What follows belongs to an exercise in optimizing a design on an open flow for small area, a short achievable clock period and few clock cycles; a production flow would make more cautious choices. Where RTL was checked, it was by simulation tests only, not by an equivalence proof against the original.

==> inputs of trial 72 <==
==> flow/design.v (excerpt) <==
module aes_key_sched_ctrl #(
    parameter int NR = aes_pkg::NR
) (
    input  logic         clk,
    input  logic         rst_n,
    input  logic         key_valid,
    input  logic [127:0] key_in,
    output logic         key_ready,
    output logic         busy,
    output logic         keys_valid,
    input  logic [3:0]   rd_idx,
    output logic [127:0] rd_key
);
    localparam int NW = NR + 3;          
    logic        busy_q;                 
    logic        busy_o;                 
    logic        ready_o;                
    logic        kv_q;
    logic [7:0]  rcon;
    logic        accept;
    logic        last;
    logic [31:0] w [0:NW-1];
    logic [31:0] e [0:NW];               
    logic [31:0] ka, kb, kc, kd;
    logic [31:0] nw;
    assign key_ready  = ready_o;
    assign busy       = busy_o;
    assign keys_valid = kv_q;
    assign accept     = key_valid & ~busy_q;
    assign last = (rcon == aes_pkg::RCON_LAST);
    always_ff @(posedge clk or negedge rst_n) begin
        if (!rst_n) begin
  ...
==> module aes_key_sched_ctrl, before the edit <==
module aes_key_sched_ctrl #(
    parameter int NR = aes_pkg::NR
) (
    input  logic         clk,
    input  logic         rst_n,
    input  logic         key_valid,
    input  logic [127:0] key_in,
    output logic         key_ready,
    output logic         busy,
    output logic         keys_valid,
    input  logic [3:0]   rd_idx,
    output logic [127:0] rd_key
);
    localparam int NW = NR + 3;          
    logic        busy_q;                 
    logic        busy_o;                 
    logic        ready_o;                
    logic        kv_q;
    logic [7:0]  rcon;
    logic        accept;
    logic        last;
    logic [31:0] w [0:NW-1];
    logic [31:0] e [0:NW];               
    logic [31:0] ka, kb, kc, kd;
    logic [31:0] nw;
    assign key_ready  = ready_o;
    assign busy       = busy_o;
    assign keys_valid = kv_q;
    assign accept     = key_valid & ~busy_q;
    assign last = (rcon == aes_pkg::RCON_LAST);
    always_ff @(posedge clk or negedge rst_n) begin
        if (!rst_n) begin
            busy_q  <= 1'b0;
            ready_o <= 1'b1;
            kv_q    <= 1'b0;
        end else if (accept) begin
            busy_q  <= 1'b1;
            ready_o <= 1'b0;
            kv_q    <= 1'b0;
        end else if (busy_q && last) begin
            busy_q  <= 1'b0;
            ready_o <= 1'b1;
            kv_q    <= 1'b1;
        end
    end
    always_ff @(posedge clk or negedge rst_n) begin
        if (!rst_n) busy_o <= 1'b0;
        else        busy_o <= (key_valid & ready_o) | (busy_o & ~last);
    end
    always_ff @(posedge clk) begin
        if (accept)      rcon <= aes_pkg::RCON_INIT;
        else if (busy_q) rcon <= aes_pkg::xtime(rcon);
    end
    aes_key_round u_round (.w_m4(w[NW-4]), .w_m1(w[NW-1]), .rcon(rcon), .w_new(nw));
    assign ka = key_in[127:96];
    assign kb = key_in[95:64];
    assign kc = key_in[63:32];
    assign kd = key_in[31:0];
    logic [3:0] ld_en;
    for (genvar q = 0; q < 4; q++) begin : g_ld_en
        aes_g_or2 u_or (.a(key_valid), .b(busy_q), .y(ld_en[q]));
    end
    always_ff @(posedge clk) begin
        if (busy_q) begin
            for (int k = 0; k < NW - 4; k++) w[k] <= w[k+1];
        end
        for (int q = 0; q < 4; q++) begin
            if (ld_en[q]) begin
                if (busy_q) begin
                    w[NW-4][8*q +: 8] <= w[NW-3][8*q +: 8];
                    w[NW-3][8*q +: 8] <= w[NW-2][8*q +: 8];
                    w[NW-2][8*q +: 8] <= w[NW-1][8*q +: 8];
                    w[NW-1][8*q +: 8] <= nw[8*q +: 8];
                end else begin
                    w[NW-4][8*q +: 8] <= ka[8*q +: 8] ^ kb[8*q +: 8] ^ kc[8*q +: 8] ^ kd[8*q +: 8];
                    w[NW-3][8*q +: 8] <= kd[8*q +: 8] ^ kb[8*q +: 8];
                    w[NW-2][8*q +: 8] <= kd[8*q +: 8] ^ kc[8*q +: 8];
                    w[NW-1][8*q +: 8] <= kd[8*q +: 8];
                end
            end
        end
    end
    always_comb begin
        for (int k = 0; k < NW; k++) e[k] = w[k];
        e[NW] = nw;
    end
    localparam int HI_LANE = 4;
    localparam int LO_LANE = 8;
    logic [31:0] bn [0:6];
    logic [31:0] m [0:3];
    for (genvar q = 0; q < 32 / HI_LANE; q++) begin : g_hl
        logic [2:0] hi;
        aes_rd_dec_hi #(.N(NR + 1)) u_hi (.idx(rd_idx), .hi(hi));
        for (genvar j = HI_LANE*q; j < HI_LANE*q + HI_LANE; j++) begin : g_bit
            for (genvar t = 0; t < 7; t++) begin : g_blk
                logic [2:0] d;
                for (genvar g = 0; g < 3; g++) begin : g_in
                    if (4*g + t <= NR + 3) begin : g_e
                        assign d[g] = e[4*g + t][j];
                    end else begin : g_z
                        assign d[g] = 1'b0;
                    end
                end
                aes_rd_sel3n u_s3 (.sel(hi), .d(d), .yn(bn[t][j]));
            end
        end
    end
    for (genvar q = 0; q < 32 / LO_LANE; q++) begin : g_ll
        logic [3:0] lo_n;
        aes_rd_dec_lo_n u_lo (.idx(rd_idx[1:0]), .lo_n(lo_n));
        for (genvar j = LO_LANE*q; j < LO_LANE*q + LO_LANE; j++) begin : g_bit
            for (genvar k = 0; k < 4; k++) begin : g_win
                logic [3:0] dn;
                for (genvar s = 0; s < 4; s++) begin : g_in
                    assign dn[s] = bn[s+k][j];
                end
                aes_rd_sel4n u_s4 (.sel_n(lo_n), .dn(dn), .y(m[k][j]));
            end
        end
    end
    always_ff @(posedge clk) begin
        rd_key <= {(m[3] ^ m[2]) ^ (m[1] ^ m[0]), m[3] ^ m[1], m[3] ^ m[2], m[3]};
    end
endmodule
==> module aes_g_or2, before the edit <==
module aes_g_or2 (
    input  logic a,
    input  logic b,
    output logic y
);
    assign y = a | b;
endmodule
==> module aes_rd_dec_hi, before the edit <==
module aes_rd_dec_hi #(
    parameter int N = 11
) (
    input  logic [3:0] idx,
    output logic [2:0] hi
);
    for (genvar g = 0; g < 3; g++) begin : g_hi
        assign hi[g] = (idx[3:2] == 2'(g)) && (idx < 4'(N));
    end
endmodule
==> module aes_rd_dec_lo_n, before the edit <==
module aes_rd_dec_lo_n (
    input  logic [1:0] idx,
    output logic [3:0] lo_n
);
    for (genvar i = 0; i < 4; i++) begin : g_lo
        assign lo_n[i] = (idx != 2'(i));
    end
endmodule
==> module aes_rd_sel3n, before the edit <==
module aes_rd_sel3n (
    input  logic [2:0] sel,
    input  logic [2:0] d,
    output logic       yn
);
    assign yn = ~|(sel & d);
endmodule
==> module aes_rd_sel4n, before the edit <==
module aes_rd_sel4n (
    input  logic [3:0] sel_n,
    input  logic [3:0] dn,
    output logic       y
);
    assign y = |(~sel_n & ~dn);
endmodule
clock: 28.0 ns
lec_check: 0
cap_margin: 20
core_margin: 2
core_utilization: 55
cts_cluster_diameter: 100
cts_cluster_size: 20
slew_margin: 20
synth_hierarchical: 1
synth_minimum_keep_size: 0
standard.sh (not shown) runs the stock make flow with config.mk's settings and CLKGATE_MAP_FILE= SYNTH_SCRIPT=/design/flow/synth_recipe.tcl, a recipe that flattens the netlist after the stock synthesis.
==> flow/flow/run.sh <==
#!/bin/bash
# Layout flow: the standard layout (standard.sh: the standard synthesis and every ORFS
# step unchanged, at the design's clock period and constraints), except that the buffers
# that buffer_ports puts on every input and output port are sky130_fd_sc_hd__buf_2 instead
# of the cell buffer_ports picks by default (a clkdlybuf4s50 delay buffer).
# make's full output goes to flow_make.log here; each ORFS step also writes its own log
# under orfs/logs/.
set -euo pipefail
bash standard.sh 'BUFFER_PORTS_ARGS=-buffer_cell sky130_fd_sc_hd__buf_2' finish > flow_make.log 2>&1
==> build 52 (differences from trial 72) <==
--- a/flow/design.v
+++ b/flow/design.v
@@ -267,6 +267,2 @@
     assign kd = key_in[31:0];
-    logic [3:0] ld_en;
-    for (genvar q = 0; q < 4; q++) begin : g_ld_en
-        aes_g_or2 u_or (.a(key_valid), .b(busy_q), .y(ld_en[q]));
-    end
     always_ff @(posedge clk) begin
@@ -275,15 +271,13 @@
         end
-        for (int q = 0; q < 4; q++) begin
-            if (ld_en[q]) begin
-                if (busy_q) begin
-                    w[NW-4][8*q +: 8] <= w[NW-3][8*q +: 8];
-                    w[NW-3][8*q +: 8] <= w[NW-2][8*q +: 8];
-                    w[NW-2][8*q +: 8] <= w[NW-1][8*q +: 8];
-                    w[NW-1][8*q +: 8] <= nw[8*q +: 8];
-                end else begin
-                    w[NW-4][8*q +: 8] <= ka[8*q +: 8] ^ kb[8*q +: 8] ^ kc[8*q +: 8] ^ kd[8*q +: 8];
-                    w[NW-3][8*q +: 8] <= kd[8*q +: 8] ^ kb[8*q +: 8];
-                    w[NW-2][8*q +: 8] <= kd[8*q +: 8] ^ kc[8*q +: 8];
-                    w[NW-1][8*q +: 8] <= kd[8*q +: 8];
-                end
+        if (key_valid || busy_q) begin
+            if (busy_q) begin
+                w[NW-4] <= w[NW-3];
+                w[NW-3] <= w[NW-2];
+                w[NW-2] <= w[NW-1];
+                w[NW-1] <= nw;
+            end else begin
+                w[NW-4] <= ka ^ kb ^ kc ^ kd;
+                w[NW-3] <= kd ^ kb;
+                w[NW-2] <= kd ^ kc;
+                w[NW-1] <= kd;
             end
@@ -295,34 +289,12 @@
     end
-    localparam int HI_LANE = 4;
-    localparam int LO_LANE = 8;
-    logic [31:0] bn [0:6];
     logic [31:0] m [0:3];
-    for (genvar q = 0; q < 32 / HI_LANE; q++) begin : g_hl
-        logic [2:0] hi;
-        aes_rd_dec_hi #(.N(NR + 1)) u_hi (.idx(rd_idx), .hi(hi));
-        for (genvar j = HI_LANE*q; j < HI_LANE*q + HI_LANE; j++) begin : g_bit
-            for (genvar t = 0; t < 7; t++) begin : g_blk
-                logic [2:0] d;
-                for (genvar g = 0; g < 3; g++) begin : g_in
-                    if (4*g + t <= NR + 3) begin : g_e
-                        assign d[g] = e[4*g + t][j];
-                    end else begin : g_z
-                        assign d[g] = 1'b0;
-                    end
-                end
-                aes_rd_sel3n u_s3 (.sel(hi), .d(d), .yn(bn[t][j]));
-            end
-        end
-    end
-    for (genvar q = 0; q < 32 / LO_LANE; q++) begin : g_ll
-        logic [3:0] lo_n;
-        aes_rd_dec_lo_n u_lo (.idx(rd_idx[1:0]), .lo_n(lo_n));
-        for (genvar j = LO_LANE*q; j < LO_LANE*q + LO_LANE; j++) begin : g_bit
-            for (genvar k = 0; k < 4; k++) begin : g_win
-                logic [3:0] dn;
-                for (genvar s = 0; s < 4; s++) begin : g_in
-                    assign dn[s] = bn[s+k][j];
-                end
-                aes_rd_sel4n u_s4 (.sel_n(lo_n), .dn(dn), .y(m[k][j]));
+    for (genvar k = 0; k < 4; k++) begin : g_win
+        logic [NR:0] sel;
+        aes_rd_dec #(.N(NR + 1)) u_dec (.idx(rd_idx), .sel(sel));
+        for (genvar j = 0; j < 32; j++) begin : g_bit
+            logic [NR:0] d;
+            for (genvar r = 0; r <= NR; r++) begin : g_in
+                assign d[r] = e[r+k][j];
             end
+            aes_rd_mux #(.N(NR + 1)) u_mux (.sel(sel), .d(d), .y(m[k][j]));
         end
@@ -333,40 +305,34 @@
 endmodule
-module aes_g_or2 (
-    input  logic a,
-    input  logic b,
-    output logic y
-);
-    assign y = a | b;
-endmodule
-module aes_rd_dec_hi #(
+module aes_rd_dec #(
     parameter int N = 11
 ) (
-    input  logic [3:0] idx,
-    output logic [2:0] hi
+    input  logic [3:0]   idx,
+    output logic [N-1:0] sel
 );
-    for (genvar g = 0; g < 3; g++) begin : g_hi
-        assign hi[g] = (idx[3:2] == 2'(g)) && (idx < 4'(N));
+    for (genvar r = 0; r < N; r++) begin : g_sel
+        assign sel[r] = (idx == 4'(r));
     end
 endmodule
-module aes_rd_dec_lo_n (
-    input  logic [1:0] idx,
-    output logic [3:0] lo_n
+module aes_rd_mux #(
+    parameter int N = 11
+) (
+    input  logic [N-1:0] sel,
+    input  logic [N-1:0] d,
+    output logic         y
 );
-    for (genvar i = 0; i < 4; i++) begin : g_lo
-        assign lo_n[i] = (idx != 2'(i));
+    localparam int NG = (N + 2) / 3;
+    logic [NG-1:0] t;
+    for (genvar g = 0; g < NG; g++) begin : g_grp
+        if (3*g + 2 < N) begin : g_3
+            aes_g_ao222n u_ao (.a0(sel[3*g]),   .b0(d[3*g]),
+                               .a1(sel[3*g+1]), .b1(d[3*g+1]),
+                               .a2(sel[3*g+2]), .b2(d[3*g+2]), .y(t[g]));
+        end else if (3*g + 1 < N) begin : g_2
+            aes_g_ao22n u_ao (.a0(sel[3*g]),   .b0(d[3*g]),
+                              .a1(sel[3*g+1]), .b1(d[3*g+1]), .y(t[g]));
+        end else begin : g_1
+            assign t[g] = ~(sel[3*g] & d[3*g]);
+        end
     end
-endmodule
-module aes_rd_sel3n (
-    input  logic [2:0] sel,
-    input  logic [2:0] d,
-    output logic       yn
-);
-    assign yn = ~|(sel & d);
-endmodule
-module aes_rd_sel4n (
-    input  logic [3:0] sel_n,
-    input  logic [3:0] dn,
-    output logic       y
-);
-    assign y = |(~sel_n & ~dn);
+    assign y = ~&t;
 endmodule
==> flow/run.sh (new file) <==
#!/bin/bash
# synth_recipe.tcl (not shown) runs the flow's synth.tcl, then flattens the netlist and writes it again
# the make line also repeats each setting of config.mk as NAME=value (left out here)
make -C /OpenROAD-flow-scripts/flow DESIGN_CONFIG=/design/flow/config.mk WORK_HOME=/design/flow/orfs CLKGATE_MAP_FILE= SYNTH_SCRIPT=/design/flow/synth_recipe.tcl finish
- CORE_UTILIZATION: 55 -> 40
- CTS_CLUSTER_DIAMETER: 100 -> unset
- CTS_CLUSTER_SIZE: 20 -> unset
removed: flow/flow/run.sh
removed: flow/standard.sh
==> notes <==
In trial 72 the design area is lower than in build 52, by 11%. Of build 52 and trial 72, build 52 has the higher hold slack (gap 0.035 ns). In trial 72 the core utilization is higher than in build 52, by 13 points. Of trial 72 and build 52, build 52 has the higher register-to-register slack (gap 0.48 ns). Against build 52, the setup slack of trial 72 is better by 0.30 ns. Of trial 72 and build 52, build 52 has the higher via count (gap about 20%, measured against build 52). Of build 52 and trial 72, trial 72 has the higher sequential share of layout area (gap 5.4 points). Of trial 72 and build 52, build 52 has the higher final cell count (gap 14%, measured against build 52). In trial 72 the synthesized cell count is lower than in build 52, by 7.3%.
==> figures <==
item                                                                          build 52     trial 72
Largest fanout on the critical path                                                 65           28
Source-to-sink clock delay at the later pin of the worst-skew pair             0.65 ns      0.56 ns
Routed vias                                                                     24,600       20,000
Met3 track demand over resource in global routing                               0.0726       0.0314
Syn. warnings                                                                       12           13
Combined global-route utilization of all metal layers                            0.273        0.241
Global routing usage on met1                                                     0.351        0.338
Max-Slew Margin vs Limit                                                         0.224        0.262
Portion of the clock cycle consumed by the worst path in the final layout        0.282        0.271
Termination of the worst setup path                                          w[11][10]  rd_key[103]
Worst hold path startpoint                                                     w[1][8]     w[1][26]
ClkCell Share                                                                   0.0570       0.0317
Capturing point of the worst reg2reg path                                  rd_key[126]  rd_key[122]
Footprint of the multi-input gates                                          15,200 µm²   13,900 µm²
Net count reported at finish                                                     2,748        2,585
Result of the run                                     no timing/DRC/antenna violations  no timing/DRC/antenna violations
Layout cells sized above 1                                                       0.161        0.242
Initial Utilization                                                              0.405        0.558
Delay of the slowest critical-path stage                                       0.94 ns      0.68 ns
Met2 wire length                                                             49,300 µm    33,000 µm
Synth Area in Compound Gates                                                     0.184        0.191
Testbench counts of trial 72, summed over its fixed seeds: cycles 3,856.
The RTL of build 52 was laid out without a check of its function.

[what the ideal ports hide]
The flow's constraints put no driver on any port. The routed layouts listed below were extracted and timed again, unchanged, in two steps. Step 1 assumes that a clkbuf_16 drives the clock port and a buf_2 every other input. Step 2 also shifts input and output timing later by t, the mid clock arrival at the registers, as if the neighbouring blocks saw the same clock. Slacks: ideal ports / drivers / drivers and shift; pairs: ideal ports / drivers.
| run | t, ns | setup slack, ns | worst slew at a driven data input, ns |
|---|---|---|---|
| trial 72 | 0.617 | 20.412 / 20.431 / 19.815 | 0.10 |
| build 52 | 0.702 | 20.116 / 20.153 / 19.451 | 0.05 |
After both steps every run listed still meets setup and hold. For build 52, which loses most, drivers alone change the setup slack by +0.037 ns; drivers and shift together by -0.665 ns.
